Context: an optimization exercise on an open-source flow, tuned for small area. The choices shown serve that exercise and are no tape-out recipe.
Function was checked by simulation only, so behaviour that the tests miss may differ from the original.
No activity file was given, so power comes from the tool's default toggle rates.

==> flow/design.v (excerpt) <==
module rv_decode_top (
	input  wire             clk,
	input  wire             rst,
	input  wire [223:0]     fetch_i,       
	input  wire             fetch_valid_i,
	output wire             in_credit_o,
	output wire [412:0]     uop_o,         
	output wire             uop_valid_o,
	input  wire             ex_credit_i
);
For scale: ~1800 cells after synthesis, about 640 I/O pins.
Settings: LEC_CHECK=0, CAP_MARGIN=20, CORE_MARGIN=2, CORE_UTILIZATION=65, SLEW_MARGIN=20; clock period 4.0 ns.
standard.sh (not shown) runs the stock make flow with config.mk's settings and CLKGATE_MAP_FILE= SYNTH_SCRIPT=/design/flow/synth_recipe.tcl, a recipe that flattens the netlist after the stock synthesis.
==> flow/flow/run.sh <==
#!/bin/bash
# Standard layout with small port buffers, one tie cell for all constant outputs and a
# clock tree of clkbuf_8 without dummy loads.
set -euo pipefail
export BUFFER_PORTS_ARGS="-buffer_cell sky130_fd_sc_hd__buf_1"
export CTS_ARGS="-sink_clustering_enable -repair_clock_nets -dont_use_dummy_load -buf_list sky130_fd_sc_hd__clkbuf_8"
export SKIP_REPAIR_TIE_FANOUT=1
bash standard.sh > make_flow.log 2>&1
The baseline finished but failed the layout checks on setup timing.
Then changed:
==> flow/run.sh (new file) <==
#!/bin/bash
# synth_recipe.tcl (not shown) runs the flow's synth.tcl, then flattens the netlist and writes it again
# the make line also repeats each setting of config.mk as NAME=value (left out here)
make -C /OpenROAD-flow-scripts/flow DESIGN_CONFIG=/design/flow/config.mk WORK_HOME=/design/flow/orfs CLKGATE_MAP_FILE= SYNTH_SCRIPT=/design/flow/synth_recipe.tcl finish
- CORE_UTILIZATION: 65 -> 40
removed: flow/flow/run.sh
removed: flow/standard.sh
The changed run produced a layout that fails on setup timing.
Design area goes up by roughly a tenth.
Global-route usage goes down by 11 points.
Hold slack gets better by 0.20 ns.
Then changed:
==> flow/flow/run.sh (new file) <==
#!/bin/bash
# Standard layout with small port buffers and a clock tree without dummy loads.
set -euo pipefail
export BUFFER_PORTS_ARGS="-buffer_cell sky130_fd_sc_hd__buf_1"
export CTS_ARGS="-sink_clustering_enable -repair_clock_nets -dont_use_dummy_load"
bash standard.sh > make_flow.log 2>&1
==> flow/standard.sh (new file) <==
#!/bin/bash
# synth_recipe.tcl (not shown) runs the flow's synth.tcl, then flattens the netlist and writes it again
# the make line also repeats each setting of config.mk as NAME=value (left out here)
make -C /OpenROAD-flow-scripts/flow DESIGN_CONFIG=/design/flow/config.mk WORK_HOME=/design/flow/orfs CLKGATE_MAP_FILE= SYNTH_SCRIPT=/design/flow/synth_recipe.tcl "${@:-finish}"
removed: flow/run.sh
The new run ran to the end with violations: setup timing.
Setup slack gains 0.29 ns.
Clock-buffer cell count falls by 8.
Sequential power stays flat.
Cell area falls by about 7%.

---

rv_decode_top, a different RTL version from the one above (not shown whole).
Size in the first run: about 1500 cells after synthesis, roughly 900 flip-flops, ~640 I/O pins, about 0.032 mm2 of cells after synthesis.
export LEC_CHECK = 0
export ABC_CLOCK_PERIOD_IN_PS = 1800
export CAP_MARGIN = 10
export CORE_MARGIN = 2
export CORE_UTILIZATION = 75
export SLEW_MARGIN = 10
create_clock -name core_clock -period 4.0 [get_ports {clk}]
==> flow/flow/run.sh <==
#!/bin/bash
# Standard layout with small port buffers, one tie cell for all constant outputs and a
# clock tree without dummy loads.
set -euo pipefail
export BUFFER_PORTS_ARGS="-buffer_cell sky130_fd_sc_hd__buf_1"
export CTS_ARGS="-sink_clustering_enable -repair_clock_nets -dont_use_dummy_load -buf_list sky130_fd_sc_hd__clkbuf_16 -sink_clustering_size 24 -sink_clustering_max_diameter 60"
export SKIP_REPAIR_TIE_FANOUT=1
bash standard.sh > make_flow.log 2>&1
Edit:
--- a/flow/flow/run.sh
+++ b/flow/flow/run.sh
@@ -6 +6 @@
-export CTS_ARGS="-sink_clustering_enable -repair_clock_nets -dont_use_dummy_load -buf_list sky130_fd_sc_hd__clkbuf_16 -sink_clustering_size 24 -sink_clustering_max_diameter 60"
+export CTS_ARGS="-sink_clustering_enable -repair_clock_nets -dont_use_dummy_load -buf_list sky130_fd_sc_hd__clkbuf_16 -sink_clustering_size 28 -sink_clustering_max_diameter 45"
Settings changed: ABC_CLOCK_PERIOD_IN_PS 1800 to 2500, CAP_MARGIN 10 to 20, CORE_UTILIZATION 75 to 82, PLACE_DENSITY from default to 0.86, SLEW_MARGIN 10 to 20.
With this change the flow stopped in 5_1_grt with GRT-0232.
Synthesized area is unchanged.
Synthesized cell count does not change.
Edit:
--- a/flow/flow/run.sh
+++ b/flow/flow/run.sh
@@ -6 +6 @@
-export CTS_ARGS="-sink_clustering_enable -repair_clock_nets -dont_use_dummy_load -buf_list sky130_fd_sc_hd__clkbuf_16 -sink_clustering_size 28 -sink_clustering_max_diameter 45"
+export CTS_ARGS="-sink_clustering_enable -repair_clock_nets -dont_use_dummy_load -buf_list sky130_fd_sc_hd__clkbuf_16 -sink_clustering_size 24 -sink_clustering_max_diameter 60"
Settings changed: CORE_UTILIZATION 82 to 75, PLACE_DENSITY 0.86 to default.
Result: The changed run went through all stages and came out clean; synthesized cell count does not change; synthesized area is unchanged.
Edit:
--- a/flow/flow/run.sh
+++ b/flow/flow/run.sh
@@ -6 +6 @@
-export CTS_ARGS="-sink_clustering_enable -repair_clock_nets -dont_use_dummy_load -buf_list sky130_fd_sc_hd__clkbuf_16 -sink_clustering_size 24 -sink_clustering_max_diameter 60"
+export CTS_ARGS="-sink_clustering_enable -repair_clock_nets -dont_use_dummy_load -buf_list sky130_fd_sc_hd__clkbuf_16"
Settings changed: ABC_CLOCK_PERIOD_IN_PS 2500 to default, CORE_UTILIZATION 75 to 65.
Outcome: Cell area came out higher by 3.2%; critical path depth does not change; wire length came out lower by about 3.7%; die area came out higher by 15%; combinational power came out higher by about 3%; global-route usage came out lower by 5.2 points; clock-buffer cell count came out higher by 38; clock skew came out higher by 0.0063 ns; clock power came out higher by about 40%; total power came out higher by 12%; register-to-register slack gets better by 0.21 ns.

## port drivers added, routing unchanged
In the flow no input, the clock included, has a driving cell. The finished layouts below were timed again as built, in two steps.
Step 1 sets driving cells, clkbuf_16 on the clock port and buf_2 on the other inputs (assumed; they add their load-dependent delay and slew).
Step 2 moves the port delays by t, midway between the first and last clock arrival at a register: inputs arrive t later, outputs are due t later. That takes back most of the time a late clock gives input paths.
Three values: ideal ports, drivers, drivers and shift; two values: the first two.
run | t (ns) | slack for setup (ns) | latest minus earliest clock arrival (ns)
the first run of note 1 | 0.784 | -0.211 / -0.265 / 0.520 | 0.063 / 0.063
the second run of note 1 | 0.677 | -0.424 / -0.484 / 0.193 | 0.035 / 0.036
the third run of note 1 | 0.651 | -0.132 / -0.191 / 0.461 | 0.076 / 0.077
the first run of note 2 | 0.645 | 0.048 / -0.014 / 0.631 | 0.062 / 0.062
the third run of note 2 | 0.645 | 0.048 / -0.014 / 0.631 | 0.062 / 0.062
the fourth run of note 2 | 0.647 | 0.082 / 0.022 / 0.669 | 0.070 / 0.070
